This design comes from an exercise in tuning for small area, a short achievable clock period and few clock cycles per item on the open sky130 flow, not from production work. Function was checked by simulation only, so behaviour that the tests miss may differ from the original. No activity file was given, so power comes from the tool's default toggle rates.

===== flow/design.v =====
package atr_pkg;
	localparam int SMP_W  = 18;
	localparam int TIME_W = 32;
	localparam int BPM_W  = 16;
	localparam int MEAN_W = 8;
	localparam int WIN_INIT   = 7000;
	localparam int MS_PER_MIN = 60000;
	localparam int DELTA_MIN = 236;
	localparam int DELTA_MAX = 2999;
endpackage
module atr_ctrl (
	input  logic        clk,
	input  logic        load,
	input  logic [15:0] d_in,
	input  logic        step,
	output logic [3:0]  pairs,
	output logic [15:0] quo
);
	logic [15:0] d_q, rem_q, dq_q;
	logic [17:0] d3_q;
	logic [2:0]  top;
	logic [15:0] rem_i, dq_i;
	always_comb begin
		top = 3'd0;
		for (int i = 0; i < 8; i++) begin
			if (d_in[2*i +: 2] != 2'b00) top = 3'(i);
		end
	end
	always_comb begin
		case (top)
			3'd7: begin rem_i = 16'(60000 >> 2);  dq_i = 16'(60000 << 14); end
			3'd6: begin rem_i = 16'(60000 >> 4);  dq_i = 16'(60000 << 12); end
			3'd5: begin rem_i = 16'(60000 >> 6);  dq_i = 16'(60000 << 10); end
			3'd4: begin rem_i = 16'(60000 >> 8);  dq_i = 16'(60000 << 8);  end
			3'd3: begin rem_i = 16'(60000 >> 10); dq_i = 16'(60000 << 6);  end
			3'd2: begin rem_i = 16'(60000 >> 12); dq_i = 16'(60000 << 4);  end
			3'd1: begin rem_i = 16'(60000 >> 14); dq_i = 16'(60000 << 2);  end
			default: begin rem_i = 16'd0;         dq_i = 16'(60000);       end
		endcase
	end
	assign pairs = 4'd8 - 4'(top);
	logic [17:0] r4, s1, s2, s3;
	logic        g1, g2, g3;
	logic [1:0]  qd;
	logic [15:0] rn;
	assign r4 = {rem_q, dq_q[15:14]};
	assign s1 = r4 - {2'b0, d_q};
	assign s2 = r4 - {1'b0, d_q, 1'b0};
	assign s3 = r4 - d3_q;
	assign g1 = r4 >= {2'b0, d_q};
	assign g2 = r4 >= {1'b0, d_q, 1'b0};
	assign g3 = r4 >= d3_q;
	always_comb begin
		if (g3)      begin qd = 2'd3; rn = s3[15:0]; end
		else if (g2) begin qd = 2'd2; rn = s2[15:0]; end
		else if (g1) begin qd = 2'd1; rn = s1[15:0]; end
		else         begin qd = 2'd0; rn = r4[15:0]; end
	end
	always_ff @(posedge clk) begin
		if (load) begin
			d_q   <= d_in;
			d3_q  <= {2'b0, d_in} + {1'b0, d_in, 1'b0};
			rem_q <= rem_i;
			dq_q  <= dq_i;
		end else if (step) begin
			rem_q <= rn;
			dq_q  <= {dq_q[13:0], qd};
		end
	end
	assign quo = dq_q;
endmodule
module atr_dp (
	input  logic [24:0] s,
	output logic [15:0] sh,
	output logic [19:0] t
);
	assign sh = s[24:9];
	assign t  = {sh, 3'b0} + {1'b0, sh, 2'b0} + 20'(s[8:0]);
endmodule
module atr_dp2 (
	input  logic [15:0] sh,
	input  logic [19:0] t,
	output logic [15:0] a,
	output logic [13:0] u
);
	assign a = sh + 16'(t[19:9]);
	assign u = {t[19:9], 3'b0} + {1'b0, t[19:9], 2'b0} + 14'(t[8:0]);
endmodule
module atr_dp3 (
	input  logic [15:0] a,
	input  logic [13:0] u,
	output logic [15:0] b,
	output logic [9:0]  v
);
	assign b = a + 16'(u[13:9]);
	assign v = {u[13:9], 3'b0} + {1'b0, u[13:9], 2'b0} + 10'(u[8:0]);
endmodule
module atr_dp4 (
	input  logic [15:0] b,
	input  logic [9:0]  v,
	output logic [17:0] thr
);
	logic [1:0] g;
	always_comb begin
		if      (v >= 10'd800) g = 2'd2;
		else if (v >= 10'd700) g = 2'd1;
		else if (v >= 10'd500) g = 2'd0;
		else if (v >= 10'd400) g = 2'd3;
		else if (v >= 10'd300) g = 2'd2;
		else if (v >= 10'd200) g = 2'd1;
		else                   g = 2'd0;
	end
	assign thr = {b + 16'(v >= 10'd500), g};
endmodule
import atr_pkg::*;
module adaptive_threshold_heart_rate #(
	parameter int WINDOW_DEPTH = 100,
	parameter int RATE_DEPTH   = 4
) (
	input  logic                         clk,
	input  logic                         arst_n,
	input  logic                         in_valid,
	output logic                         in_ready,
	input  logic [atr_pkg::SMP_W-1:0]    ir_sample,
	input  logic [atr_pkg::TIME_W-1:0]   time_ms,
	input  logic                         beat_detected,
	output logic                         out_valid,
	input  logic                         out_ready,
	output logic [atr_pkg::SMP_W-1:0]    threshold,
	output logic                         above_threshold,
	output logic [atr_pkg::BPM_W-1:0]    instant_bpm,
	output logic [atr_pkg::MEAN_W-1:0]   average_bpm,
	output logic [1:0]                   notify
);
	localparam int WD = WINDOW_DEPTH;
	logic fadv_q, wen_q, badv_q;
	logic [17:0] s0;
	logic [18:0] d0;
	logic [19:0] m3s0;
	logic [31:0] t0;
	logic        b0, v0;
	logic [WD*18-1:0] win_q;
	logic [6:0]       fill_q;
	logic             full_q;
	logic [24:0]      sum_q;
	logic [31:0] t1;
	logic        b1, v1, a1;
	logic        above0;
	logic        v2, a2, bt2, n2;
	logic [15:0] sh2;
	logic [19:0] tt2;
	logic        v3, a3, bt3, n3;
	logic [15:0] aa3;
	logic [13:0] uu3;
	logic        v4, a4, bt4, n4;
	logic [15:0] bb4;
	logic [9:0]  vv4;
	logic        v5, a5, bt5, n5;
	logic [17:0] thr5;
	logic        v6, a6, bt6, n6;
	logic [17:0] thr6;
	logic [15:0] sh_w, aa_w, bb_w;
	logic [19:0] tt_w;
	logic [13:0] uu_w;
	logic [9:0]  vv_w;
	logic [17:0] thr_w;
	logic        kv, ka, kbt, kn;
	logic [17:0] kthr;
	logic        ov, o_above;
	logic [17:0] o_thr;
	logic [15:0] o_inst;
	logic [7:0]  o_mean;
	logic [1:0]  o_note;
	logic [31:0] last_q;
	logic        armed_q;
	logic [7:0]  ring0, ring1, ring2, ring3;
	logic [9:0]  tot_q;
	logic        ddv_q, ddc_q, busy_q, divs_q;
	logic [15:0] dd_q;
	logic        ddz_q, ddbig_q;
	logic        dz_q, big_q, rok_q;
	logic [3:0]  cnt_q;
	logic [31:0] delta_w;
	logic [3:0]  pairs_w;
	logic [15:0] quo_w;
	logic        spec_start, abort_w, commit_w, ini_w;
	logic        full_next;
	logic [17:0] old_next;
	assign full_next  = full_q || (wen_q && fill_q == 7'(WD - 1));
	assign old_next   = !full_next ? 18'(WIN_INIT) :
		wen_q ? win_q[(WD-1)*18-1 -: 18] : win_q[WD*18-1 -: 18];
	assign delta_w    = t0 - last_q;
	logic dlo_borrow, ddbig_w;
	assign dlo_borrow = t0[15:0] < last_q[15:0];
	assign ddbig_w    = dlo_borrow ? (t0[31:16] - 16'd1 != last_q[31:16]) : (t0[31:16] != last_q[31:16]);
	assign spec_start = wen_q & b0;
	logic [1:0]  g0;
	logic [26:0] above_sum;
	assign g0        = 2'(-s0[1:0]);
	assign above_sum = {2'b0, sum_q} + {{8{d0[18]}}, d0} + 27'(m3s0)
		- {2'b0, s0, 7'(7'd25 * 7'(g0))};
	assign above0    = above_sum[26];
	assign commit_w = badv_q && v1 && b1 && a1;
	assign abort_w  = badv_q && v1 && b1 && !a1;
	atr_ctrl u_div (
		.clk   (clk),
		.load  (ini_w),
		.d_in  (dd_q),
		.step  (busy_q && cnt_q != 4'd0),
		.pairs (pairs_w),
		.quo   (quo_w)
	);
	atr_dp  u_p1 (.s (sum_q), .sh (sh_w), .t (tt_w));
	atr_dp2 u_p2 (.sh (sh2), .t (tt2), .a (aa_w), .u (uu_w));
	atr_dp3 u_p3 (.a (aa3), .u (uu3), .b (bb_w), .v (vv_w));
	atr_dp4 u_p4 (.b (bb4), .v (vv4), .thr (thr_w));
	logic        h_valid, h_a, h_bt, h_n, h_ready, o_free, load_o;
	logic [17:0] h_thr;
	always_comb begin
		if (kv) begin
			h_valid = 1'b1; h_a = ka; h_bt = kbt; h_n = kn; h_thr = kthr;
		end else begin
			h_valid = badv_q & v6; h_a = a6; h_bt = bt6; h_n = n6; h_thr = thr6;
		end
	end
	assign h_ready = !h_bt || (busy_q && cnt_q == 4'd0);
	assign o_free  = !ov || out_ready;
	assign load_o  = o_free && h_valid && h_ready;
	logic kv_next, busy_next, ddv_next, r1_beat_next, consume_w, r0_v_next, r0_beat_next;
	logic badv_d, fadv_d;
	assign kv_next      = kv ? !load_o : (badv_q && v6 && !load_o);
	assign consume_w    = load_o && h_bt;
	assign ini_w        = ddv_q && (!busy_q || consume_w);
	assign busy_next    = (ini_w && !abort_w) || (busy_q && !consume_w && !(abort_w && divs_q));
	assign ddv_next     = spec_start || (ddv_q && !ini_w && !(abort_w && !ddc_q));
	assign r1_beat_next = wen_q ? b0 : (!badv_q && v1 && b1);
	assign r0_v_next    = fadv_q ? in_valid : v0;
	assign r0_beat_next = fadv_q ? (in_valid && beat_detected) : (v0 && b0);
	assign badv_d       = !kv_next;
	assign fadv_d       = badv_d && !(r0_beat_next && (ddv_next || r1_beat_next));
	always_ff @(posedge clk or negedge arst_n) begin
		if (!arst_n) begin
			fadv_q <= 1'b1;
			wen_q  <= 1'b0;
			badv_q <= 1'b1;
		end else begin
			fadv_q <= fadv_d;
			wen_q  <= fadv_d && r0_v_next;
			badv_q <= badv_d;
		end
	end
	always_ff @(posedge clk) begin
		if (fadv_q && in_valid) begin
			s0 <= ir_sample;
			d0 <= {1'b0, ir_sample} - {1'b0, old_next};
			m3s0 <= {1'b0, ir_sample, 1'b0} + {2'b0, ir_sample};
			t0 <= time_ms;
			b0 <= beat_detected;
		end
	end
	always_ff @(posedge clk or negedge arst_n) begin
		if (!arst_n) v0 <= 1'b0;
		else if (fadv_q) v0 <= in_valid;
	end
	always_ff @(posedge clk) begin
		if (wen_q) win_q <= {win_q[(WD-1)*18-1:0], s0};
	end
	always_ff @(posedge clk or negedge arst_n) begin
		if (!arst_n) begin
			fill_q <= '0;
			full_q <= 1'b0;
			sum_q  <= 25'(WIN_INIT * WD);
		end else if (wen_q) begin
			sum_q <= sum_q + {{6{d0[18]}}, d0};
			if (!full_q) fill_q <= fill_q + 7'd1;
			if (fill_q == 7'(WD - 1)) full_q <= 1'b1;
		end
	end
	always_ff @(posedge clk) begin
		if (badv_q) begin
			a1 <= above0;
			t1 <= t0;
			b1 <= b0;
		end
	end
	always_ff @(posedge clk or negedge arst_n) begin
		if (!arst_n) begin
			armed_q <= 1'b1;
			last_q  <= '0;
		end else begin
			if (badv_q && v1 && !a1) armed_q <= 1'b0;
			if (commit_w) last_q <= t1;
		end
	end
	always_ff @(posedge clk) begin
		if (badv_q) begin
			a2 <= a1; bt2 <= b1 & a1; n2 <= !a1 & armed_q; sh2 <= sh_w; tt2 <= tt_w;
			a3 <= a2; bt3 <= bt2; n3 <= n2; aa3 <= aa_w; uu3 <= uu_w;
			a4 <= a3; bt4 <= bt3; n4 <= n3; bb4 <= bb_w; vv4 <= vv_w;
			a5 <= a4; bt5 <= bt4; n5 <= n4; thr5 <= thr_w;
			a6 <= a5; bt6 <= bt5; n6 <= n5; thr6 <= thr5;
		end
	end
	always_ff @(posedge clk or negedge arst_n) begin
		if (!arst_n) begin
			v1 <= 1'b0; v2 <= 1'b0; v3 <= 1'b0; v4 <= 1'b0; v5 <= 1'b0; v6 <= 1'b0;
		end else if (badv_q) begin
			v1 <= wen_q; v2 <= v1; v3 <= v2; v4 <= v3; v5 <= v4; v6 <= v5;
		end
	end
	always_ff @(posedge clk or negedge arst_n) begin
		if (!arst_n) begin
			busy_q <= 1'b0;
			divs_q <= 1'b0;
			ddv_q  <= 1'b0;
			ddc_q  <= 1'b0;
			cnt_q  <= '0;
		end else begin
			busy_q <= busy_next;
			ddv_q  <= ddv_next;
			if (spec_start) ddc_q <= 1'b0;
			else if (commit_w) ddc_q <= 1'b1;
			if (ini_w) divs_q <= !ddc_q && !commit_w;
			else if (commit_w) divs_q <= 1'b0;
			if (ini_w) cnt_q <= (ddz_q || ddbig_q) ? 4'd0 : pairs_w;
			else if (busy_q && cnt_q != 4'd0) cnt_q <= cnt_q - 4'd1;
		end
	end
	always_ff @(posedge clk) begin
		if (spec_start) begin
			dd_q    <= delta_w[15:0];
			ddz_q   <= t0 == last_q;
			ddbig_q <= ddbig_w;
		end
		if (ini_w) begin
			dz_q  <= ddz_q;
			big_q <= ddbig_q;
			rok_q <= !ddbig_q && dd_q >= 16'(DELTA_MIN) && dd_q <= 16'(DELTA_MAX);
		end
	end
	always_ff @(posedge clk or negedge arst_n) begin
		if (!arst_n) kv <= 1'b0;
		else kv <= kv_next;
	end
	always_ff @(posedge clk) begin
		if (!kv) begin
			ka <= a6; kbt <= bt6; kn <= n6; kthr <= thr6;
		end
	end
	logic [7:0] q8;
	logic [9:0] tot_new;
	assign q8      = quo_w[7:0];
	assign tot_new = tot_q - 10'(ring3) + 10'(q8);
	always_ff @(posedge clk or negedge arst_n) begin
		if (!arst_n) begin
			ov     <= 1'b0;
			o_inst <= '0;
			o_mean <= '0;
			ring0  <= '0; ring1 <= '0; ring2 <= '0; ring3 <= '0;
			tot_q  <= '0;
		end else begin
			ov <= load_o || (ov && !out_ready);
			if (load_o) begin
				if (!h_a) begin
					o_inst <= '0;
					o_mean <= '0;
				end else if (h_bt) begin
					o_inst <= dz_q ? 16'hffff : big_q ? 16'd0 : quo_w;
					if (rok_q) begin
						ring0 <= q8; ring1 <= ring0; ring2 <= ring1; ring3 <= ring2;
						tot_q  <= tot_new;
						o_mean <= tot_new[9:2];
					end
				end
			end
		end
	end
	always_ff @(posedge clk) begin
		if (load_o) begin
			o_thr   <= h_thr;
			o_above <= h_a;
			o_note  <= !h_a ? (h_n ? 2'd2 : 2'd0) : (h_bt && rok_q) ? 2'd1 : 2'd0;
		end
	end
	assign in_ready        = fadv_q;
	assign out_valid       = ov;
	assign threshold       = o_thr;
	assign above_threshold = o_above;
	assign instant_bpm     = o_inst;
	assign average_bpm     = o_mean;
	assign notify          = o_note;
endmodule

===== flow/flow/run.sh =====
#!/bin/bash
# Standard ORFS layout, with the timing repair steps aiming at a 3.7 ns period instead of the
# 10 ns clock (setup margin 6.3 ns). The clock, constraints and every other step are the standard ones.
set -euo pipefail
bash standard.sh SETUP_SLACK_MARGIN=6.3 finish > make_finish.log 2>&1

===== flow/standard.sh =====
#!/bin/bash
# synth_recipe.tcl (not shown) runs the flow's synth.tcl, then flattens the netlist and writes it again
# the make line also repeats each setting of config.mk as NAME=value (left out here)
make -C /OpenROAD-flow-scripts/flow DESIGN_CONFIG=/design/flow/config.mk WORK_HOME=/design/flow/orfs CLKGATE_MAP_FILE= SYNTH_SCRIPT=/design/flow/synth_recipe.tcl "${@:-finish}"

===== flow/config.mk =====
export PLATFORM = sky130hd
export DESIGN_NAME = adaptive_threshold_heart_rate
export DESIGN_NICKNAME = adaptive_threshold_heart_rate
export VERILOG_FILES = /design/flow/design.v
export SDC_FILE = /design/flow/constraint.sdc
export NUM_CORES = 4
export LEC_CHECK = 0
export CAP_MARGIN = 20
export CORE_MARGIN = 2
export CORE_UTILIZATION = 40
export SLEW_MARGIN = 20

===== flow/constraint.sdc =====
create_clock -name core_clock -period 10.0 [get_ports {clk}]
set_input_delay 2.0000 -clock core_clock [delete_from_list [all_inputs] [get_ports {clk}]]
set_output_delay 2.0000 -clock core_clock [all_outputs]
set_load 0.01 [all_outputs]

==> metrics.md, run 1 <==
| Metric | Value |
|---|---|
| Top sig layer | met5 |
| Most used DFF post-synth | edfxtp_1 |
| Clock-pin slew on the worst setup and hold paths | 60 ps |
| Vias in the first global route | about 38000 |
| Post-synth EDFFs | 2167 |
| YS warnings | 3 |
| Peak VDD IR | 0.0002593 V |
| Worst path bufs/invs | 2 |
| Final setup violating endpoints | 0 |
| Avg Inst Size Synth | 18.54 sq um |
| Worst Hold Class | flip-flop to flip-flop |
| Largest cells by area after synthesis | edfxtp_1, dfrtp_1, ha_1 |
| Synth unique cells | 88 |
| Syn_nets | 5024 |
| Layout filler cell count | about 18000 |
| Vias | ~38000 |
| Post-Synth Simple-Gate Area | 0.03976 |
| Post-synthesis mux area share | 0.01189 |
| Worst Tran Pin Value | between 1000 and 1500 ps |
| Leak pwr | 32.53 nW |
| Count of final hold-check violations | 0 |
| Worst-skew pair later-pin latency | 850 ps |
| Fin nets | 5374 |
| CTS buffer count | about 230 |
| Min Tclk post-route | 3673 ps |
| Seq/Total Area, Yosys | 0.8104 |
| Setup CP Type | flip-flop to flip-flop |
| Crit path max fanout | 2 |
| Routed Wire Length | 138900 um |
| CP max stage delay | roughly 470 ps |
| Die Ht | 466.4 um |
| Synth async-reset ratio | 0.06496 |
| DP Area | 90210 sq um |
| CP arrival | 4220 ps |
| Fin cells | 7990 |
| Vias per cell | 4.803 |
| Initial DRC count | 3006 |
| Worst Path Required | 10550 ps |
| Finished layout cell area | 98780 sq um |
| Synth Area in Compound Gates | 0.04320 |
| P per Cell Area | approximately 320 nW/um^2 |
| Largest family of logic cells by synthesized area | adder cells |
| CTS tree | built |
| Clock sinks | about 2300 |
| Rows | 169 |
| GRT Resource Usage Total | 0.1264 |
| Gpl congestion | 0.8265 |
| CTS root buf | clkbuf_16 |
| Final Skew | 50.59 ps |
| Metal-1 WL | 68630 um |
| Crit path top cell by count | a21oi_2 |
| Port-buffer cells | between 100 and 150 |
| Global-route wire length before repair | roughly 220000 um |
| Slew Viols, Final | 0 |
| H-tree depth | 4 |
| Max clock buf depth | 3 |
| Flops & latches, synth | ~2300 |
| Placed Cells | 7522 |
| RSZ-0062 raised after global routing | true |
| Fmax | 272.3 MHz |
| Detailed-route DRC error count | 0 |
| Largest net degree at the start of global routing | 207 |
| Status | finished clean |
| Post-Synthesis Cells | about 4600 |
| Cell Chain, Critical Path | ha_4, inv_4, fa_2, inv_2, fa_1, ha_1, a31o_2, a21oi_2, o21ai_2, a2111oi_4, o21bai_2, a21oi_2, o211ai_1, nor3b_2 |
| Antenna-violating nets left | 0 |
| Synth Area in XOR/XNOR | 0.02048 |
| HPWL Detailed | 82360 um |
| CP max stage cell | edfxtp_1 |
| Antenna violations before repair | 14 |
| Die X | roughly 470 um |
| Fraction of layout cells with a size suffix above 1 | 0.1192 |
| Final worst-path cycle share | 0.3673 |
| I/O pin total | approximately 100 |
| Crit start category | flip-flop |
| Routed len/inst | 17.38 um |
| Met2 routed WL | 60480 um |
| Die area | approximately 220000 sq um |
| Mapped Area | 85530 sq um |
| Relative slew slack | 0.2568 |
| Pre-Repair DR Iteration Count | 5 |
| Met3 wire length | 6490 um |
| Area grow syn2layout | 15.48% |
| Max Cap Viol | 0 |
| Post-Synth Adder-Cell Area | 0.05851 |
| Total congestion overflow | 0 |
| CORE AREA | 212300 sq um |
| CP endpoint kind | flip-flop |
| Synth area leader | edfxtp_1 |
| Initial core utilization | 0.4029 |
| Post-synth top area share | 0.7608 |
| Crit-path leading delay family | adder cells |
-- path summary, 6_finish.rpt --
kind                              from  depth (start not counted)           to  slack (ps)
setup / recovery                 s0[0]                         14           a1        6330
setup reg to reg                 s0[0]                         14           a1        6330
max in group asynchronous       arst_n                          2        wen_q        7200
min in group asynchronous       arst_n                          1   o_inst[10]        1230
hold / removal             win_q[1649]                          0  win_q[1667]         370
hold reg to reg            win_q[1649]                          0  win_q[1667]         370
-- metrics by stage --
| stage | hold WS [ps] | util | worst slack, ps | total power, W | TNS (ps) |
|---|---|---|---|---|---|
| global placement | 400.7 | 0.4248 | 4559 | 0.02280 | 0 |
| floorplan | 400.3 | - | -4948 | 0.02184 | -5413530 |
| finish | 372.1 | 0.4653 | 6327 | 0.03182 | 0 |
| global route | 369.7 | 0.4653 | 6177 | 0.03383 | 0 |
| CTS | 360.0 | 0.4640 | 6272 | 0.03218 | 0 |
| detailed placement | 404.5 | 0.4249 | 4516 | 0.02298 | 0 |
-- cells in the final DEF (no fill, tap or decap), types with 24 or more instances in the layout --
cell type	synthesis	routed
dfrtp_1	140	138
inv_1	307	301
clkinv_1	1	42
nand2_1	256	255
bufinv_16	0	34
a21o_1	72	72
nand4_1	26	26
nor3_1	54	54
xor2_1	71	71
ha_1	280	269
buf_4	0	37
o21ai_0	136	128
nor2b_1	52	49
nand3_1	36	35
clkinvlp_4	0	24
clkbuf_1	32	39
edfxtp_1	2167	2167
mux2_2	77	77
a21oi_1	151	147
xnor2_1	129	128
dlygate4sd2_1	0	40
clkdlybuf4s50_1	0	41
nor2_1	139	137
fa_1	75	72
clkinv_2	0	36
clkbuf_16	0	237
-- power by group --
part | switching (W) | internal (W)
Combinational | 0.00480 | 0.00312
Clock | 0.00364 | 0.00524
Sequential | 0.00103 | 0.0140
-- synth_stat cells, drive strengths merged (25+ instances only) --
master and n:
edfxtp 2167, inv 307, ha 280, nand2 256, a21oi 151, o21ai 145, dfrtp 140, nor2 139
xnor2 129, mux2 77, fa 75, a21o 73, xor2 71, nor3 55, nor2b 52, nand3 36
clkbuf 32, nand4 26, a31oi 25
-- metal layers --
layer	GRT usage	vias up
met4	0.03996	12
li1	-	18140
met3	0.02853	246
met5	0	-
met2	0.1839	601
met1	0.1885	19380
-- timing repair --
action	4_1_cts	5_1_grt
setup buffers	13	15
pin swaps	18	13
endpoints found under the setup margin	526	291
cloned	3	0
hold buffers	0	0
gates resized for setup	134	49
-- logic make-up after synthesis --
family,count (synthesis)
AOI/OAI and AO/OA,573
xor gates and xnor gates,200
adders and majority gates,355
buffers and inverters,351
DFF,2340
muxes,92
and+or+nand+nor,703
-- sequential cells by signal (all words and copies together), names as in the netlist, 19 cells and up --
register and flops:
d0 19, sum_q 25, t0 32, m3s0 19
t1 32, win_q 1800, last_q 32
-- cell type report --
type / instances / area, sq um / share of cell area
Sequential cell: 2340 / 69320 / 0.7018
Clock buffer: 278 / 6105 / 0.06180
Timing Repair Buffer: 160 / 1612 / 0.01632
Tap cell: 2821 / 3530 / 0.03573
Inverter: 308 / 1167 / 0.01182
Multi-Input combinational cell: 1925 / 15190 / 0.1538
Clock inverter: 156 / 1843 / 0.01866
Antenna cell: 2 / 5.005 / 0.00005067
Testbench counts, summed over its fixed seeds: cycles 4,953, items 4,800.
==> inputs of run 2 (changes only) <==
--- a/flow/config.mk
+++ b/flow/config.mk
@@ -9,3 +9,5 @@
 export CORE_MARGIN = 2
 export CORE_UTILIZATION = 40
+export CTS_CLUSTER_DIAMETER = 60
+export CTS_CLUSTER_SIZE = 40
 export SLEW_MARGIN = 20
==> metrics.md, run 2 <==
| Metric | Value |
|---|---|
| Final worst-path cycle share | 0.3656 (was 0.3673) |
| CP endpoint kind | flip-flop (unchanged) |
| Top reg by flops | win_q (unchanged) |
| Detailed-route DRC error count | 0 (unchanged) |
| Clock sinks | 2340 (unchanged) |
| Post-synth top area share | 0.7608 (unchanged) |
| Slew Viols, Final | 0 (unchanged) |
| Port-buffer cells | 101 (unchanged) |
| Relative slew slack | 0.2625 (was 0.2568) |
| Antenna violations before repair | 13 (was 14) |
| R2R depth | 14 (unchanged) |
| Commonest cells after routing, fill and taps aside | edfxtp_1, inv_1, ha_1, nand2_1, a21oi_1 (was edfxtp_1, inv_1, ha_1, nand2_1, clkbuf_16) |
| Worst path bufs/invs | 2 (unchanged) |
| Max Cap Viol | 0 (unchanged) |
| Worst Path Required | 10560 ps (was 10550 ps) |
| Fmax | 273.5 MHz (was 272.3 MHz) |
| P per Cell Area | 309.3 nW/um^2 (was 322.2 nW/um^2) |
| Initial DRC count | 3040 (was 3006) |
| CP max stage cell | edfxtp_1 (unchanged) |
| Mapped Area | 85530 sq um (unchanged) |
| Fin nets | 5296 (was 5374) |
| Initial core utilization | 0.4029 (unchanged) |
| Crit path top cell by count | a21oi_2 (unchanged) |
| Antenna-violating nets left | 0 (unchanged) |
| I/O pin total | 102 (unchanged) |
| Layout filler cell count | 18020 (was 17850) |
| Crit start category | flip-flop (unchanged) |
| Post-synth top cells | edfxtp_1, inv_1, ha_1 (unchanged) |
| Die area | 217500 sq um (unchanged) |
| CP arrival | 4220 ps (about the same) |
| Largest cells by area after synthesis | edfxtp_1, dfrtp_1, ha_1 (unchanged) |
| Setup CP Type | flip-flop to flip-flop (unchanged) |
| Global-route wire length before repair | 212400 um (was 217100 um) |
| CTS tree | built (unchanged) |
| Area grow syn2layout | 12.79% (was 15.48%) |
| Power Total | 0.02984 W (was 0.03182 W) |
| H-tree depth | 4 (unchanged) |
| Gpl congestion | 0.8265 (unchanged) |
| Synth async-reset ratio | 0.06496 (unchanged) |
| GRT Resource Usage Total | 0.1239 (was 0.1264) |
| Die X | 466.4 um (unchanged) |
| Seq/Total Area, Yosys | 0.8104 (unchanged) |
| Top-count cell post-synth | edfxtp_1 (unchanged) |
| Finished layout cell area | 96470 sq um (was 98780 sq um) |
| Avg Inst Size Synth | 18.54 sq um (unchanged) |
| Final setup violating endpoints | 0 (unchanged) |
| Crit path max fanout | 2 (unchanged) |
| Cell Chain, Critical Path | ha_4, inv_4, fa_2, inv_2, fa_1, ha_1, a31o_2, a21oi_2, o21ai_2, a2111oi_4, o21bai_2, a21oi_2, o211ai_1, nor3b_2 (unchanged) |
| Fraction of layout cells with a size suffix above 1 | 0.1054 (was 0.1192) |
| Total congestion overflow | 0 (unchanged) |
| Status | finished clean (unchanged) |
| Worst Hold Class | flip-flop to flip-flop (unchanged) |
| Vias | 37770 (was 38370) |
| CORE AREA | 212300 sq um (unchanged) |
| Most used DFF post-synth | edfxtp_1 (unchanged) |
| Routed Wire Length | 136900 um (was 138900 um) |
| Routed len/inst | 17.48 um (was 17.38 um) |
| Worst Tran Pin Value | 1106 ps (was 1115 ps) |
| Post-synth EDFFs | 2167 (unchanged) |
| Crit-path leading delay family | adder cells (unchanged) |
| Count of final hold-check violations | 0 (unchanged) |
| Core Util, Final | 0.4544 (was 0.4653) |
| CP Depth | 14 (unchanged) |
| Vias per cell | 4.823 (was 4.803) |
| DP Area | 90210 sq um (unchanged) |
| Max FFs per register | 1800 (unchanged) |
| Peak VDD IR | 0.0002199 V (was 0.0002593 V) |
| CP max stage delay | 480 ps (was 470 ps) |
| Hold depth | 0 (unchanged) |
| HPWL Detailed | 82360 um (unchanged) |
| Flops & latches, synth | 2340 (unchanged) |
| YS warnings | 3 (unchanged) |
| Post-CTS Hold Buffers | 0 (unchanged) |
| Synth unique cells | 88 (unchanged) |
| Clock-pin slew on the worst setup and hold paths | 120 ps (was 60 ps) |
| Synth area leader | edfxtp_1 (unchanged) |
| Max clock buf depth | 3 (unchanged) |
| Die Ht | 466.4 um (unchanged) |
| Worst-skew pair later-pin latency | 850 ps (about the same) |
| Syn_nets | 5024 (unchanged) |
| Leak pwr | 31.42 nW (was 32.53 nW) |
| Min Tclk post-route | 3656 ps (was 3673 ps) |
| Final Skew | 58.13 ps (was 50.59 ps) |
| RSZ-0062 raised after global routing | true (unchanged) |
| Rows | 169 (unchanged) |
| Vias in the first global route | 37010 (was 38100) |
| CTS root buf | clkbuf_16 (unchanged) |
| Largest net degree at the start of global routing | 207 (unchanged) |
| CTS buffer count | 143 (was 229) |
| Most common cell after layout, fill and taps aside | edfxtp_1 (unchanged) |
| Post-Synthesis Cells | 4614 (unchanged) |
| Pre-Repair DR Iteration Count | 5 (unchanged) |
## run 2: path summary, 6_finish.rpt
kind	to	from	slack, ps
worst max-delay path	a1	s0[0]	6340
worst max register to register	a1	s0[0]	6340
worst min-delay path	win_q[931]	win_q[913]	370
worst min register to register	win_q[931]	win_q[913]	370
max in group asynchronous	wen_q	arst_n	7190
min in group asynchronous	o_inst[10]	arst_n	1260
## run 2: layout make-up
| class | count | area (sq um) | area share |
|---|---|---|---|
| repair buffers | 168 | 1695 | 0.01757 |
| clock inverters | 117 | 1911 | 0.01980 |
| flip-flops and latches | 2340 | 69320 | 0.7186 |
| clock buffers | 151 | 3640 | 0.03773 |
| well taps | 2821 | 3530 | 0.03659 |
| multi-input cells | 1925 | 15200 | 0.1576 |
| inverters | 308 | 1167 | 0.01210 |
| diodes | 2 | 5.005 | 0.00005188 |
## run 2: power by group
part / total, W / internal [W] / leakage [nW] / switching (W)
combinational: 0.00795 / 0.00314 / 9.17 / 0.00481
sequential: 0.0150 / 0.0140 / 19.6 / 0.00103
clock: 0.00689 / 0.00316 / 2.66 / 0.00373
total: 0.0298 / 0.0203 / 31.4 / 0.00957
## run 2: per-stage QoR
step	TNS [ps]	std cells	hold slack, ps	worst slack (ps)
3_3_place_gp	0	7521	400.7	4559
6_report	0	7832	370.9	6344
2_1_floorplan	-5413530	4614	400.3	-4948
4_1_cts	0	7805	368.7	6278
5_1_grt	0	7831	371.1	6182
3_5_place_dp	0	7522	404.5	4516
## run 2: layer usage
metal | up-vias | part of all wire | track usage
met5 | - | 0.00061 | 0
met4 | 14 | 0.022 | 0.03658
met3 | 213 | 0.042 | 0.02598
met2 | 521 | 0.44 | 0.1826
met1 | 19140 | 0.50 | 0.1850
li1 | 17890 | - | -
## run 2: kinds of logic (layout without fill, tap and decap cells)
family                   count (synthesis)  after routing  share of synthesized area
flip-flops                            2340           2340                     0.8104
AND/OR/NAND/NOR                        703            704                    0.03976
buffers and inverters                  351            744                    0.01580
adder cells (fa/ha/maj)                355            355                    0.05851
XOR/XNOR                               200            200                    0.02048
AO/OA/AOI/OAI                          573            574                    0.04320
multiplexers                            92             92                    0.01189
other                                    0              2                          0
## run 2: what timing repair did
action | CTS | global route
gates cloned | 3 | 1
setup endpoints to repair | 557 | 304
buffers inserted | 12 | 23
gates resized for setup | 131 | 47
endpoints found under the hold margin | 0 | 0
pin swaps | 20 | 14
## run 2: worst reg2reg max path: stages (launching register included)
cell and delay [ps]:
edfxtp_1 480, ha_4 340, inv_4 40, fa_2 350, inv_2 70, fa_1 410
ha_1 280, a31o_2 240, a21oi_2 150, o21ai_2 90, a2111oi_4 320, o21bai_2 140
a21oi_2 230, o211ai_1 100, nor3b_2 170
==> inputs of run 3 (changes only) <==
--- a/flow/config.mk
+++ b/flow/config.mk
@@ -8,6 +8,6 @@
 export CAP_MARGIN = 20
 export CORE_MARGIN = 2
-export CORE_UTILIZATION = 40
-export CTS_CLUSTER_DIAMETER = 60
-export CTS_CLUSTER_SIZE = 40
+export CORE_UTILIZATION = 50
+export CTS_CLUSTER_DIAMETER = 70
+export CTS_CLUSTER_SIZE = 30
 export SLEW_MARGIN = 20
==> metrics.md, run 3 <==
| Metric | Value |
|---|---|
| Final setup violating endpoints | 0 (unchanged) |
| Post-Synthesis Cells | 4614 (unchanged) |
| Max clock buf depth | 3 (unchanged) |
| Fmax | 253.1 MHz (was 273.5 MHz) |
| RSZ-0062 raised after global routing | true (unchanged) |
| Synth unique cells | 88 (unchanged) |
| Setup CP Type | flip-flop to flip-flop (unchanged) |
| Count of final hold-check violations | 0 (unchanged) |
| Pre-Repair DR Iteration Count | 5 (unchanged) |
| Crit start category | flip-flop (unchanged) |
| Most common cell after layout, fill and taps aside | edfxtp_1 (unchanged) |
| Gpl congestion | 0.8541 (was 0.8265) |
| Min Tclk post-route | 3951 ps (was 3656 ps) |
| Max FFs per register | 1800 (unchanged) |
| CORE AREA | 169700 sq um (was 212300 sq um) |
| Power Total | 0.02910 W (was 0.02984 W) |
| Commonest cells after routing, fill and taps aside | edfxtp_1, inv_1, ha_1, nand2_1, a21oi_1 (unchanged) |
| Synth area leader | edfxtp_1 (unchanged) |
| CP arrival | 4500 ps (was 4220 ps) |
| Final worst-path cycle share | 0.3951 (was 0.3656) |
| HPWL Detailed | 80850 um (was 82360 um) |
| Total congestion overflow | 0 (unchanged) |
| Placed Cells | 6922 (was 7522) |
| Finished layout cell area | 94960 sq um (was 96470 sq um) |
| Worst Hold Class | flip-flop to flip-flop (unchanged) |
| Vias | 37550 (was 37770) |
| Worst-skew pair later-pin latency | 780 ps (was 850 ps) |
| Vias per cell | 5.205 (was 4.823) |
| Top-count cell post-synth | edfxtp_1 (unchanged) |
| Port-buffer cells | 101 (unchanged) |
| Die area | 174400 sq um (was 217500 sq um) |
| Mapped Area | 85530 sq um (unchanged) |
| Peak VDD IR | 0.0001830 V (was 0.0002199 V) |
| Top reg by flops | win_q (unchanged) |
| YS warnings | 3 (unchanged) |
| CP endpoint kind | flip-flop (unchanged) |
| Status | finished clean (unchanged) |
| CTS buffer count | 131 (was 143) |
| Fin nets | 5300 (was 5296) |
| CTS tree | built (unchanged) |
| Synth async-reset ratio | 0.06496 (unchanged) |
| Fraction of layout cells with a size suffix above 1 | 0.1001 (was 0.1054) |
| I/O pin total | 102 (unchanged) |
| Final Skew | 44.13 ps (was 58.13 ps) |
| Worst Path Required | 10550 ps (was 10560 ps) |
| Worst Tran Pin Value | 959.2 ps (was 1106 ps) |
| Clock sinks | 2340 (unchanged) |
| Antenna-violating nets left | 0 (unchanged) |
| Detailed-route DRC error count | 0 (unchanged) |
| Largest cells by area after synthesis | edfxtp_1, dfrtp_1, ha_1 (unchanged) |
| Die Ht | 417.6 um (was 466.4 um) |
| Crit path max fanout | 3 (was 2) |
| Area grow syn2layout | 11.02% (was 12.79%) |
| Avg Inst Size Synth | 18.54 sq um (unchanged) |
| Flops & latches, synth | 2340 (unchanged) |
| Routed len/inst | 18.50 um (was 17.48 um) |
| Antenna violations before repair | 2 (was 13) |
| Post-synth top cells | edfxtp_1, inv_1, ha_1 (unchanged) |
| CTS root buf | clkbuf_16 (unchanged) |
| GRT Resource Usage Total | 0.1513 (was 0.1239) |
| Vias in the first global route | 36070 (was 37010) |
| Leak pwr | 31.06 nW (was 31.42 nW) |
| Post-synth EDFFs | 2167 (unchanged) |
| Max Cap Viol | 0 (unchanged) |
| DP Area | 89460 sq um (was 90210 sq um) |
| Global-route wire length before repair | 206300 um (was 212400 um) |
| Die X | 417.6 um (was 466.4 um) |
| Post-synth top area share | 0.7608 (unchanged) |
| Relative slew slack | 0.3606 (was 0.2625) |
| Rows | 151 (was 169) |
| Most used DFF post-synth | edfxtp_1 (unchanged) |
| Routed Wire Length | 133500 um (was 136900 um) |
| Clock-pin slew on the worst setup and hold paths | 100 ps (was 120 ps) |
| Post-CTS Hold Buffers | 0 (unchanged) |
| Seq/Total Area, Yosys | 0.8104 (unchanged) |
| Initial DRC count | 3227 (was 3040) |
| Slew Viols, Final | 0 (unchanged) |
| Initial core utilization | 0.5041 (was 0.4029) |
| Largest net degree at the start of global routing | 177 (was 207) |
| H-tree depth | 4 (unchanged) |
| Fin cells | 7213 (was 7832) |
| Syn_nets | 5024 (unchanged) |
| P per Cell Area | 306.5 nW/um^2 (was 309.3 nW/um^2) |
[run 3: cell types whose count changed in the layout (fill, tap and decap cells not counted), moves of 8 or more]
cell	change
inv_16	-17
clkinv_16	-12
dlygate4sd2_1	+8
buf_4	+14
[run 3: cells by family after synthesis]
kind of cell / synth area share
AOI/OAI and AO/OA: 0.04320
adders and majority gates: 0.05851
DFF: 0.8104
and+or+nand+nor: 0.03976
muxes: 0.01189
buffers and inverters: 0.01580
xor gates and xnor gates: 0.02048
[run 3: layout make-up]
type | count | area [sq um]
repair buffers | 184 | 1861
clock buffers | 148 | 3448
clock inverters | 88 | 1164
well taps | 2218 | 2775
multi-input cells | 1925 | 15230
inverters | 308 | 1159
diodes | 2 | 5.005
fillers | 12860 | 74700
flip-flops and latches | 2340 | 69320
[run 3: path summary, 6_finish.rpt]
kind                        startpoint          end  slack [ps]  cells past startpoint
min in group asynchronous       arst_n    o_inst[9]        1110                      1
min reg2reg                win_q[1305]  win_q[1323]         400                      0
max reg2reg                      s0[0]           a1        6050                     15
min                        win_q[1305]  win_q[1323]         400                      0
max                              s0[0]           a1        6050                     15
max in group asynchronous       arst_n        wen_q        7580                      2
[run 3: worst max-delay path, stage by stage, from the launching register on]
cell and delay [ps]:
edfxtp_1 500, ha_4 330, inv_1 50, fa_2 330, inv_2 60, fa_1 420
ha_1 280, a31o_2 240, a21oi_2 160, o21ai_2 90, a2111oi_4 360, o21bai_2 130
a21oi_2 240, buf_4 150, nor4_2 40, nor3b_4 340
[run 3: power breakdown]
| part | internal [W] | total (W) | switching [W] |
|---|---|---|---|
| registers | 0.0140 | 0.0150 | 0.00104 |
| logic | 0.00318 | 0.00797 | 0.00479 |
| clock network | 0.00285 | 0.00613 | 0.00328 |
| total | 0.0200 | 0.0291 | 0.00911 |
[run 3: per-stage QoR]
step | hold WS (ps) | TNS (ps) | utilization | setup slack (ps)
6_report | 400.4 | 0 | 0.5597 | 6049
5_1_grt | 402.8 | 0 | 0.5597 | 5848
4_1_cts | 399.4 | 0 | 0.5567 | 5957
3_5_place_dp | 404.5 | 0 | 0.5273 | 4725
3_3_place_gp | 400.5 | 0 | 0.5273 | 4720
2_1_floorplan | 400.3 | -5413530 | - | -4948
[run 3: repair_timing]
action	CTS	global route
resized for setup	118	52
buffers inserted	11	35
setup endpoints to repair	844	164
cloned	2	4
pin swaps	16	26
[run 3: routing by layer]
layer	track usage	vias to the layer above	share of wire
li1	-	17900	-
met1	0.2269	18940	0.48
met2	0.2306	518	0.46
met3	0.02404	193	0.034
met4	0.04534	2	0.026
met5	0	-	0.000082
==> inputs of run 4 (changes only) <==
--- a/flow/config.mk
+++ b/flow/config.mk
@@ -8,6 +8,7 @@
 export CAP_MARGIN = 20
 export CORE_MARGIN = 2
-export CORE_UTILIZATION = 50
+export CORE_UTILIZATION = 70
 export CTS_CLUSTER_DIAMETER = 70
 export CTS_CLUSTER_SIZE = 30
+export PLACE_DENSITY = 0.8
 export SLEW_MARGIN = 20
==> metrics.md, run 4 <==
| Metric | Value |
|---|---|
| Status | finished clean (unchanged) |
| Post-synth EDFFs | 2167 (unchanged) |
| CTS tree | built (unchanged) |
| Fraction of layout cells with a size suffix above 1 | 0.09667 (was 0.1001) |
| Post-CTS Hold Buffers | 0 (unchanged) |
| DP Area | 88700 sq um (was 89460 sq um) |
| Max Cap Viol | 0 (unchanged) |
| Die area | 125000 sq um (was 174400 sq um) |
| H-tree depth | 3 (was 4) |
| Count of final hold-check violations | 0 (unchanged) |
| Top reg by flops | win_q (unchanged) |
| Worst Path Required | 10480 ps (was 10550 ps) |
| Synth unique cells | 88 (unchanged) |
| Avg Inst Size Synth | 18.54 sq um (unchanged) |
| Final setup violating endpoints | 0 (unchanged) |
| HPWL Detailed | 85730 um (was 80850 um) |
| Global-route wire length before repair | 224100 um (was 206300 um) |
| Final Skew | 43.03 ps (was 44.13 ps) |
| Antenna violations before repair | 1 (was 2) |
| Vias per cell | 5.885 (was 5.205) |
| Max FFs per register | 1800 (unchanged) |
| Core Util, Final | 0.7681 (was 0.5597) |
| Largest net degree at the start of global routing | 195 (was 177) |
| Synth async-reset ratio | 0.06496 (unchanged) |
| Top-count cell post-synth | edfxtp_1 (unchanged) |
| Most common cell after layout, fill and taps aside | edfxtp_1 (unchanged) |
| GRT Resource Usage Total | 0.2366 (was 0.1513) |
| Post-Synthesis Cells | 4614 (unchanged) |
| Max clock buf depth | 3 (unchanged) |
| Slew Viols, Final | 0 (unchanged) |
| Fin nets | 5288 (was 5300) |
| Die X | 353.6 um (was 417.6 um) |
| Layout filler cell count | 6433 (was 12860) |
| Rows | 128 (was 151) |
| CTS root buf | clkbuf_16 (unchanged) |
| Final worst-path cycle share | 0.3837 (was 0.3951) |
| Post-synth top cells | edfxtp_1, inv_1, ha_1 (unchanged) |
| Routed Wire Length | 149700 um (was 133500 um) |
| Pre-Repair DR Iteration Count | 8 (was 5) |
| Clock sinks | 2340 (unchanged) |
| Register Area | 69320 sq um (about the same) |
| Most used DFF post-synth | edfxtp_1 (unchanged) |
| Peak VDD IR | 0.0002980 V (was 0.0001830 V) |
| Syn_nets | 5024 (unchanged) |
| Relative slew slack | 0.2534 (was 0.3606) |
| RSZ-0062 raised after global routing | true (unchanged) |
| Antenna-violating nets left | 0 (unchanged) |
| Setup CP Type | flip-flop to flip-flop (unchanged) |
| Flops & latches, synth | 2340 (unchanged) |
| Detailed-route DRC error count | 0 (unchanged) |
| Initial DRC count | 3507 (was 3227) |
| Worst Hold Class | flip-flop to flip-flop (unchanged) |
| Worst-skew pair later-pin latency | 740 ps (was 780 ps) |
| Fmax | 260.6 MHz (was 253.1 MHz) |
| Mapped Area | 85530 sq um (unchanged) |
| Finished layout cell area | 93370 sq um (was 94960 sq um) |
| YS warnings | 3 (unchanged) |
| Gpl congestion | 0.8521 (was 0.8541) |
| Vias in the first global route | 38210 (was 36070) |
| Initial core utilization | 0.7036 (was 0.5041) |
| I/O pin total | 102 (unchanged) |
| Port-buffer cells | 101 (unchanged) |
| Min Tclk post-route | 3837 ps (was 3951 ps) |
| Worst Tran Pin Value | 1120 ps (was 959.2 ps) |
| Clock-pin slew on the worst setup and hold paths | 110 ps (was 100 ps) |
| CP arrival | 4320 ps (was 4500 ps) |
| Seq/Total Area, Yosys | 0.8104 (unchanged) |
| CP endpoint kind | flip-flop (unchanged) |
| Multi-input logic area | 15330 sq um (was 15230 sq um) |
| Synth area leader | edfxtp_1 (unchanged) |
| Commonest cells after routing, fill and taps aside | edfxtp_1, inv_1, ha_1, nand2_1, a21oi_1 (unchanged) |
| Leak pwr | 30.71 nW (was 31.06 nW) |
| Total congestion overflow | 0 (unchanged) |
| CTS buffer count | 103 (was 131) |
| Crit path max fanout | 2 (was 3) |
| P per Cell Area | 306.3 nW/um^2 (was 306.5 nW/um^2) |
| Area grow syn2layout | 9.163% (was 11.02%) |
| Hold depth | 0 (unchanged) |
| Routed len/inst | 22.74 um (was 18.50 um) |
| CORE AREA | 121600 sq um (was 169700 sq um) |
| Die Ht | 353.6 um (was 417.6 um) |
| Crit start category | flip-flop (unchanged) |
| R2R depth | 14 (was 15) |
| Vias | 38730 (was 37550) |
| Largest cells by area after synthesis | edfxtp_1, dfrtp_1, ha_1 (unchanged) |
| Post-synth top area share | 0.7608 (unchanged) |
==> run 4: cell counts after synthesis <==
No cell type changed its count.
==> run 4: metrics by stage <==
step / power [W] / instances / hold WS, ps / worst slack (ps) / setup TNS [ps]
floorplan: 0.02184 / 4614 / 400.3 / -4948 / -5413530
global placement: 0.02260 / 6332 / 400.4 / 4715 / 0
detailed placement: 0.02297 / 6332 / 404.5 / 4666 / 0
CTS: 0.02854 / 6541 / 385.8 / 6104 / 0
global route: 0.03018 / 6580 / 402.6 / 6020 / 0
finish: 0.02860 / 6581 / 389.8 / 6163 / 0
==> run 4: cell families after synthesis <==
logic type	count (synthesis)	share of synthesized area
multiplexers	92	0.01189
AO/OA/AOI/OAI	573	0.04320
AND/OR/NAND/NOR	703	0.03976
XOR/XNOR	200	0.02048
buffers and inverters	351	0.01580
adder cells (fa/ha/maj)	355	0.05851
flip-flops	2340	0.8104
==> run 4: final timing paths <==
check,slack (ps),end,from
max,6160,a1,s0[0]
min,390,win_q[1106],win_q[1088]
max reg2reg,6160,a1,s0[0]
min reg2reg,390,win_q[1106],win_q[1088]
max in group asynchronous,7330,ring2[6],arst_n
min in group asynchronous,1360,cnt_q[2],arst_n
==> run 4: cell type report <==
type                            count  share of cell area
Clock buffer                      120             0.02919
Multi-Input combinational cell   1924              0.1642
Timing Repair Buffer              201             0.02065
Antenna cell                        1          0.00002680
Sequential cell                  2340              0.7424
Tap cell                         1625             0.02178
Inverter                          308             0.01258
Clock inverter                     62            0.009166
==> run 4: power by group <==
group	switching [W]	leakage (nW)	internal, W
Sequential	0.00113	19.6	0.0140
Combinational	0.00501	9.39	0.00320
Clock	0.00304	1.72	0.00224
==> run 4: layer usage <==
layer	up-vias	track usage	share of wire
met4	0	0.06749	0.028
met2	982	0.4014	0.51
li1	17810	-	-
met3	206	0.02428	0.042
met1	19730	0.3347	0.42
met5	-	0	0
==> run 4: worst max-delay path, stage by stage (launching register included) <==
cell       delay, ps
edfxtp_1         480
ha_4             320
inv_1             50
fa_2             330
inv_2             60
fa_1             420
ha_1             290
a31o_2           240
a21oi_2          150
o21ai_2           90
a2111oi_4        350
o21bai_2         120
a21oi_2          240
nor4_2            70
nor3b_2          380
==> run 4: what timing repair did <==
action	CTS	global route
buffers inserted	25	37
setup endpoints to repair	792	129
pin swaps	23	35
gates cloned	2	2
resized for setup	105	74
==> inputs of run 5 (changes only) <==
--- a/flow/config.mk
+++ b/flow/config.mk
@@ -8,7 +8,6 @@
 export CAP_MARGIN = 20
 export CORE_MARGIN = 2
-export CORE_UTILIZATION = 70
+export CORE_UTILIZATION = 40
 export CTS_CLUSTER_DIAMETER = 70
 export CTS_CLUSTER_SIZE = 30
-export PLACE_DENSITY = 0.8
 export SLEW_MARGIN = 20
==> metrics.md, run 5 <==
| Metric | Value |
|---|---|
| Status | finished clean (unchanged) |
| Worst Path Required | 10540 ps (was 10480 ps) |
| Antenna-violating nets left | 0 (unchanged) |
| Area grow syn2layout | 11.58% (was 9.163%) |
| Leak pwr | 30.89 nW (was 30.71 nW) |
| CTS root buf | clkbuf_16 (unchanged) |
| Crit path max fanout | 4 (was 2) |
| Die X | 466.4 um (was 353.6 um) |
| Worst-skew pair later-pin latency | 810 ps (was 740 ps) |
| Seq/Total Area, Yosys | 0.8104 (unchanged) |
| Place WS | 4516 ps (was 4666 ps) |
| Vias per cell | 4.836 (was 5.885) |
| Max FFs per register | 1800 (unchanged) |
| GRT Resource Usage Total | 0.1225 (was 0.2366) |
| CTS buffer count | 121 (was 103) |
| YS warnings | 3 (unchanged) |
| CP endpoint kind | flip-flop (unchanged) |
| Crit start category | primary input (was flip-flop) |
| Max clock buf depth | 3 (unchanged) |
| Die area | 217500 sq um (was 125000 sq um) |
| Routed len/inst | 17.48 um (was 22.74 um) |
| Post-synth top area share | 0.7608 (unchanged) |
| CTS tree | built (unchanged) |
| Count of final hold-check violations | 0 (unchanged) |
| Flops & latches, synth | 2340 (unchanged) |
| Detailed-route DRC error count | 0 (unchanged) |
| Final setup violating endpoints | 0 (unchanged) |
| Total congestion overflow | 0 (unchanged) |
| RSZ-0062 raised after global routing | true (unchanged) |
| Top-count cell post-synth | edfxtp_1 (unchanged) |
| Initial DRC count | 3054 (was 3507) |
| Most common cell after layout, fill and taps aside | edfxtp_1 (unchanged) |
| CORE AREA | 212300 sq um (was 121600 sq um) |
| Clock sinks | 2340 (unchanged) |
| H-tree depth | 3 (unchanged) |
| Fmax | 270.2 MHz (was 260.6 MHz) |
| Fraction of layout cells with a size suffix above 1 | 0.09412 (was 0.09667) |
| Clock-pin slew on the worst setup and hold paths | 100 ps (was 110 ps) |
| CP arrival | 4240 ps (was 4320 ps) |
| Final worst-path cycle share | 0.3701 (was 0.3837) |
| HPWL Detailed | 82360 um (was 85730 um) |
| Top reg by flops | win_q (unchanged) |
| Vias | 37600 (was 38730) |
| Worst Tran Pin Value | 1078 ps (was 1120 ps) |
| Min Tclk post-route | 3701 ps (was 3837 ps) |
| Vias in the first global route | 36850 (was 38210) |
| Synth async-reset ratio | 0.06496 (unchanged) |
| Global-route wire length before repair | 211100 um (was 224100 um) |
| Setup CP Type | primary input to flip-flop (was flip-flop to flip-flop) |
| Synth unique cells | 88 (unchanged) |
| Post-Synthesis Cells | 4614 (unchanged) |
| Peak VDD IR | 0.0002019 V (was 0.0002980 V) |
| Synth area leader | edfxtp_1 (unchanged) |
| Rows | 169 (was 128) |
| Pre-Repair DR Iteration Count | 5 (was 8) |
| Max Cap Viol | 0 (unchanged) |
| Final worst setup slack | 6299 ps (was 6163 ps) |
| Post-CTS Hold Buffers | 0 (unchanged) |
| Final Skew | 57.94 ps (was 43.03 ps) |
| Largest net degree at the start of global routing | 207 (was 195) |
| I/O pin total | 102 (unchanged) |
| Mapped Area | 85530 sq um (unchanged) |
| Relative slew slack | 0.2814 (was 0.2534) |
| Port-buffer cells | 101 (unchanged) |
| Slew Viols, Final | 0 (unchanged) |
| Worst Hold Class | flip-flop to flip-flop (unchanged) |
| Post-synth EDFFs | 2167 (unchanged) |
| Commonest cells after routing, fill and taps aside | edfxtp_1, inv_1, ha_1, nand2_1, a21oi_1 (unchanged) |
| Syn_nets | 5024 (unchanged) |
| Post-synth top cells | edfxtp_1, inv_1, ha_1 (unchanged) |
| Routed Wire Length | 135900 um (was 149700 um) |
| Avg Inst Size Synth | 18.54 sq um (unchanged) |
| Fin cells | 7775 (was 6581) |
| Largest cells by area after synthesis | edfxtp_1, dfrtp_1, ha_1 (unchanged) |
| Antenna violations before repair | 14 (was 1) |
| Initial core utilization | 0.4029 (was 0.7036) |
| P per Cell Area | 303.6 nW/um^2 (was 306.3 nW/um^2) |
| Fin nets | 5266 (was 5288) |
| Gpl congestion | 0.8265 (was 0.8521) |
| Placed Cells | 7522 (was 6332) |
| Die Ht | 466.4 um (was 353.6 um) |
| Most used DFF post-synth | edfxtp_1 (unchanged) |
## run 5: cell count changes in the layout (fill, tap and decap cells not counted), sizes merged
cell           change
buf               -41
bufinv             +3
clkbuf            +15
clkdlybuf4s15      +7
clkdlybuf4s50      -7
clkinv             +2
clkinvlp           -1
diode              +2
dlygate4sd2        +5
dlymetal6s2s       -7
inv               +19
nand2              +1
## run 5: where the power goes
| group | internal [W] | switching (W) | total, W |
|---|---|---|---|
| Sequential | 0.0140 | 0.00103 | 0.0150 |
| Combinational | 0.00314 | 0.00481 | 0.00795 |
| Clock | 0.00269 | 0.00335 | 0.00604 |
## run 5: metrics by stage
| step | area [sq um] | utilization | power (W) | TNS (ps) | hold slack [ps] |
|---|---|---|---|---|---|
| 6_report | 95440 | 0.4495 | 0.02898 | 0 | 386.2 |
| 5_1_grt | 95440 | 0.4495 | 0.03089 | 0 | 386.8 |
| 4_1_cts | 95140 | 0.4481 | 0.02928 | 0 | 377.0 |
| 3_5_place_dp | 90210 | 0.4249 | 0.02298 | 0 | 404.5 |
| 3_3_place_gp | 90190 | 0.4248 | 0.02280 | 0 | 400.7 |
| 2_1_floorplan | 85580 | - | 0.02184 | -5413530 | 400.3 |
## run 5: worst max-delay path: stages
cell and delay [ps]:
dlygate4sd2_1 390, ha_2 390, nand3_1 130, a31oi_4 70, o31ai_4 370, o21ai_2 130
o311a_1 370, o21ai_2 110, nand2b_1 90, a21o_1 180
## run 5: what timing repair did
item / CTS / global route
setup buffers: 14 / 12
pin swaps: 20 / 13
resized for setup: 130 / 50
hold endpoints to repair: 0 / 0
cloned: 3 / 2
endpoints found under the setup margin: 610 / 338
## run 5: path summary, 6_finish.rpt
path,startpoint,end,slack (ps),cells after the start
min reg2reg,win_q[165],win_q[183],390,0
min,win_q[165],win_q[183],390,0
max in group asynchronous,arst_n,wen_q,7190,2
min in group asynchronous,arst_n,o_inst[12],1270,1
max,ir_sample[8],m3s0[19],6300,10
max reg2reg,s0[0],a1,6320,14
## run 5: per-layer routing
| layer | track usage | part of all wire | vias to the layer above | wire length (um) |
|---|---|---|---|---|
| met5 | 0 | 0.00062 | - | 84 |
| met4 | 0.03315 | 0.024 | 14 | 3205 |
| met3 | 0.02453 | 0.042 | 206 | 5701 |
| met2 | 0.1816 | 0.44 | 512 | 59530 |
| met1 | 0.1842 | 0.50 | 19080 | 67390 |
| li1 | - | - | 17790 | - |
## run 5: final cells by class
class / count / area (sq um)
clock inverters: 85 / 1426
inverters: 308 / 1167
clock buffers: 133 / 3083
flip-flops and latches: 2340 / 69320
diodes: 3 / 7.507
repair buffers: 160 / 1669
multi-input cells: 1925 / 15230
well taps: 2821 / 3530
fillers: 18110 / 116900
## run 5: logic make-up after synthesis
family          share of synthesized area
compound gates                    0.04320
simple gates                      0.03976
flops                              0.8104
buf+inv                           0.01580
xor+xnor                          0.02048
mux                               0.01189
fa+ha+maj                         0.05851
==> inputs of run 6 (changes only) <==
--- a/flow/config.mk
+++ b/flow/config.mk
@@ -8,6 +8,7 @@
 export CAP_MARGIN = 20
 export CORE_MARGIN = 2
-export CORE_UTILIZATION = 40
+export CORE_UTILIZATION = 60
 export CTS_CLUSTER_DIAMETER = 70
 export CTS_CLUSTER_SIZE = 30
+export PLACE_DENSITY = 0.7
 export SLEW_MARGIN = 20
==> metrics.md, run 6 <==
| Metric | Value |
|---|---|
| Global-route wire length before repair | 204000 um (was 211100 um) |
| Post-synthesis mux area share | 0.01189 (unchanged) |
| Antenna-violating nets left | 0 (unchanged) |
| Multi-input logic area | 15270 sq um (was 15230 sq um) |
| CP endpoint kind | flip-flop (unchanged) |
| Cell Chain, Critical Path | dlygate4sd2_1, ha_1, o21a_2, nand3_2, a31oi_4, o31ai_4, o21ai_2, o311a_1, o21ai_1, nand2b_1, a21o_1 (was dlygate4sd2_1, ha_2, nand3_1, a31oi_4, o31ai_4, o21ai_2, o311a_1, o21ai_2, nand2b_1, a21o_1) |
| Final Skew | 27.12 ps (was 57.94 ps) |
| Pre-Repair DR Iteration Count | 8 (was 5) |
| R2r startpoint | s0[0] (unchanged) |
| Finished layout cell area | 94050 sq um (was 95440 sq um) |
| Worst Path Required | 10540 ps (about the same) |
| Die area | 145600 sq um (was 217500 sq um) |
| CP max stage cell | ha_1 (was dlygate4sd2_1) |
| Flops & latches, synth | 2340 (unchanged) |
| Worst Hold Class | flip-flop to flip-flop (unchanged) |
| Synth async-reset ratio | 0.06496 (unchanged) |
| Die X | 381.6 um (was 466.4 um) |
| Post-synth top area share | 0.7608 (unchanged) |
| Register Area | 69320 sq um (about the same) |
| Synth Area in XOR/XNOR | 0.02048 (unchanged) |
| Clock sinks | 2340 (unchanged) |
| Max Cap Viol | 0 (unchanged) |
| GRT Resource Usage Total | 0.1796 (was 0.1225) |
| Largest net degree at the start of global routing | 200 (was 207) |
| Slew Viols, Final | 0 (unchanged) |
| Seq/Total Area, Yosys | 0.8104 (unchanged) |
| Post-synth top cells | edfxtp_1, inv_1, ha_1 (unchanged) |
| Top reg by flops | win_q (unchanged) |
| Relative slew slack | 0.3018 (was 0.2814) |
| Initial core utilization | 0.6041 (was 0.4029) |
| DP Area | 89030 sq um (was 90210 sq um) |
| Top-count cell post-synth | edfxtp_1 (unchanged) |
| Status | finished clean (unchanged) |
| Worst Setup SP | ir_sample[5] (was ir_sample[8]) |
| H-tree depth | 3 (unchanged) |
| Min Tclk post-route | 3679 ps (was 3701 ps) |
| Routed Wire Length | 131800 um (was 135900 um) |
| CTS buffer count | 116 (was 121) |
| Commonest cells after routing, fill and taps aside | edfxtp_1, inv_1, ha_1, nand2_1, a21oi_1 (unchanged) |
| Avg Inst Size Synth | 18.54 sq um (unchanged) |
| Most used DFF post-synth | edfxtp_1 (unchanged) |
| Largest family of logic cells by synthesized area | adder cells (unchanged) |
| Antenna violations before repair | 12 (was 14) |
| Layout filler cell count | 9358 (was 18110) |
| I/O pin total | 102 (unchanged) |
| CP max stage delay | 340 ps (was 390 ps) |
| Hold path start | win_q[739] (was win_q[165]) |
| Clock-pin slew on the worst setup and hold paths | 110 ps (was 100 ps) |
| Largest cells by area after synthesis | edfxtp_1, dfrtp_1, ha_1 (unchanged) |
| Crit path max fanout | 4 (unchanged) |
| Post-Synth Adder-Cell Area | 0.05851 (unchanged) |
| Post-Synth Simple-Gate Area | 0.03976 (unchanged) |
| Place WS | 4664 ps (was 4516 ps) |
| Core Util, Final | 0.6643 (was 0.4495) |
| Fmax | 271.8 MHz (was 270.2 MHz) |
| Max clock buf depth | 3 (unchanged) |
| Fin nets | 5271 (was 5266) |
| Fraction of layout cells with a size suffix above 1 | 0.09453 (was 0.09412) |
| Final worst-path cycle share | 0.3679 (was 0.3701) |
| Total congestion overflow | 0 (unchanged) |
| Worst Tran Pin Value | 1047 ps (was 1078 ps) |
| Die Ht | 381.6 um (was 466.4 um) |
| Max FFs per register | 1800 (unchanged) |
| CTS root buf | clkbuf_16 (unchanged) |
| Mapped Area | 85530 sq um (unchanged) |
| Gpl congestion | 0.8769 (was 0.8265) |
| Routed len/inst | 19.26 um (was 17.48 um) |
| Syn_nets | 5024 (unchanged) |
| Port-buffer cells | 101 (unchanged) |
| P per Cell Area | 304.4 nW/um^2 (was 303.6 nW/um^2) |
| Setup CP Type | primary input to flip-flop (unchanged) |
| Post-Synthesis Cells | 4614 (unchanged) |
| Leak pwr | 30.87 nW (was 30.89 nW) |
| RSZ-0062 raised after global routing | true (unchanged) |
| Vias per cell | 5.512 (was 4.836) |
| YS warnings | 3 (unchanged) |
| Final setup violating endpoints | 0 (unchanged) |
| Area grow syn2layout | 9.963% (was 11.58%) |
| Vias | 37720 (was 37600) |
| CORE AREA | 141600 sq um (was 212300 sq um) |
| Placed Cells | 6593 (was 7522) |
| HPWL Detailed | 80400 um (was 82360 um) |
| CP arrival | 4210 ps (was 4240 ps) |
| CTS tree | built (unchanged) |
| Synth area leader | edfxtp_1 (unchanged) |
| Crit start category | primary input (unchanged) |
| Synth Area in Compound Gates | 0.04320 (unchanged) |
| Fin cells | 6842 (was 7775) |
| Detailed-route DRC error count | 0 (unchanged) |
| Synth unique cells | 88 (unchanged) |
| Post-synth EDFFs | 2167 (unchanged) |
| Worst-skew pair later-pin latency | 750 ps (was 810 ps) |
| Count of final hold-check violations | 0 (unchanged) |
| Most common cell after layout, fill and taps aside | edfxtp_1 (unchanged) |
| Initial DRC count | 3028 (was 3054) |
| Final worst setup slack | 6321 ps (was 6299 ps) |
| Peak VDD IR | 0.0002851 V (was 0.0002019 V) |
| Rows | 138 (was 169) |
| Vias in the first global route | 36280 (was 36850) |
## run 6: changes by cell type in the layout (fill, tap and decap cells not counted), sizes merged, moves of 5 or more
cell,delta
inv,-6
buf,+10
clkdlybuf4s15,-6
clkinv,+6
clkbuf,-9
dlymetal6s2s,+5
## run 6: layout make-up
| type | instances | area share |
|---|---|---|
| multi-input combinational | 1924 | 0.1623 |
| inverter | 308 | 0.01241 |
| sequential | 2340 | 0.7370 |
| antenna | 1 | 0.00002661 |
| tap | 1890 | 0.02514 |
| timing repair buffer | 171 | 0.01850 |
| clock inverter | 81 | 0.01293 |
| clock buffer | 127 | 0.03163 |
## run 6: where the power goes
group          switching [W]  internal (W)
registers            0.00105        0.0140
logic                0.00477       0.00314
clock network        0.00321       0.00249
## run 6: metrics by stage
stage / hold WS, ps / TNS [ps] / total power (W)
3_5_place_dp: 404.5 / 0 / 0.02293
5_1_grt: 410.3 / 0 / 0.03045
2_1_floorplan: 400.3 / -5413530 / 0.02184
4_1_cts: 412.1 / 0 / 0.02880
3_3_place_gp: 400.3 / 0 / 0.02270
6_report: 411.0 / 0 / 0.02863
## run 6: worst paths after layout
path	end	cells past startpoint	slack [ps]
min in group asynchronous	cnt_q[2]	1	1360
setup reg to reg	a1	15	6330
max in group asynchronous	ring3[5]	2	7350
hold reg to reg	win_q[757]	0	410
setup / recovery	m3s0[19]	11	6320
hold / removal	win_q[757]	0	410
## run 6: worst max-delay path: cells and delay by family
family / cells / cell delay (ps)
AOI/OAI and AO/OA: 7 / 1370
adders and majority gates: 1 / 340
buffers and inverters: 1 / 300
and+or+nand+nor: 2 / 210
## run 6: cell families (layout without fill, tap and decap cells)
| group | after synthesis | in the layout |
|---|---|---|
| flip-flops | 2340 | 2340 |
| AND/OR/NAND/NOR | 703 | 703 |
| AO/OA/AOI/OAI | 573 | 574 |
| adder cells (fa/ha/maj) | 355 | 355 |
| buffers and inverters | 351 | 687 |
| XOR/XNOR | 200 | 200 |
| multiplexers | 92 | 92 |
| other | 0 | 1 |
## run 6: routing by layer
layer  track usage  up-vias  wire [um]
li1              -    17790          -
met1        0.2685    19100      61780
met2        0.2811      609      61720
met3       0.02571      199       4409
met4       0.05067       10       3838
met5             0        -         66
## run 6: timing repair
action	CTS	global route
buffers inserted	15	21
pin swaps	19	18
hold buffers	0	0
gates resized for setup	115	68
cloned	3	1
setup endpoints to repair	536	413

-- separate check: timing with driven ports --
No port has a modelled driver above. Below, the same layouts with a new extraction and two added sets of constraints.
Step 1 assumes that a clkbuf_16 drives the clock port and a buf_2 every other input.
Step 2 adds t to the input delays and takes it off the output delays; t is the mean of the earliest and latest rising clock arrival at the registers after step 1. Input paths then give back, and output paths get back, about the clock's delay inside the block.
Three values: ideal ports, drivers, drivers and shift; two values: the first two.
run	t, ns	setup WS [ns]	worst setup path after step 2
run 1	0.910	6.327 / 6.289 / 5.378	input to register
run 2	0.886	6.344 / 6.298 / 5.424	input to register
run 3	0.833	6.049 / 6.049 / 5.561	input to register
run 4	0.802	6.163 / 6.163 / 5.408	input to register
run 5	0.875	6.299 / 6.257 / 5.382	input to register
run 6	0.823	6.321 / 6.311 / 5.520	input to register
After both steps every run listed still meets setup and hold. For run 1, which loses most, drivers alone change the setup slack by -0.038 ns; drivers and shift together by -0.949 ns.
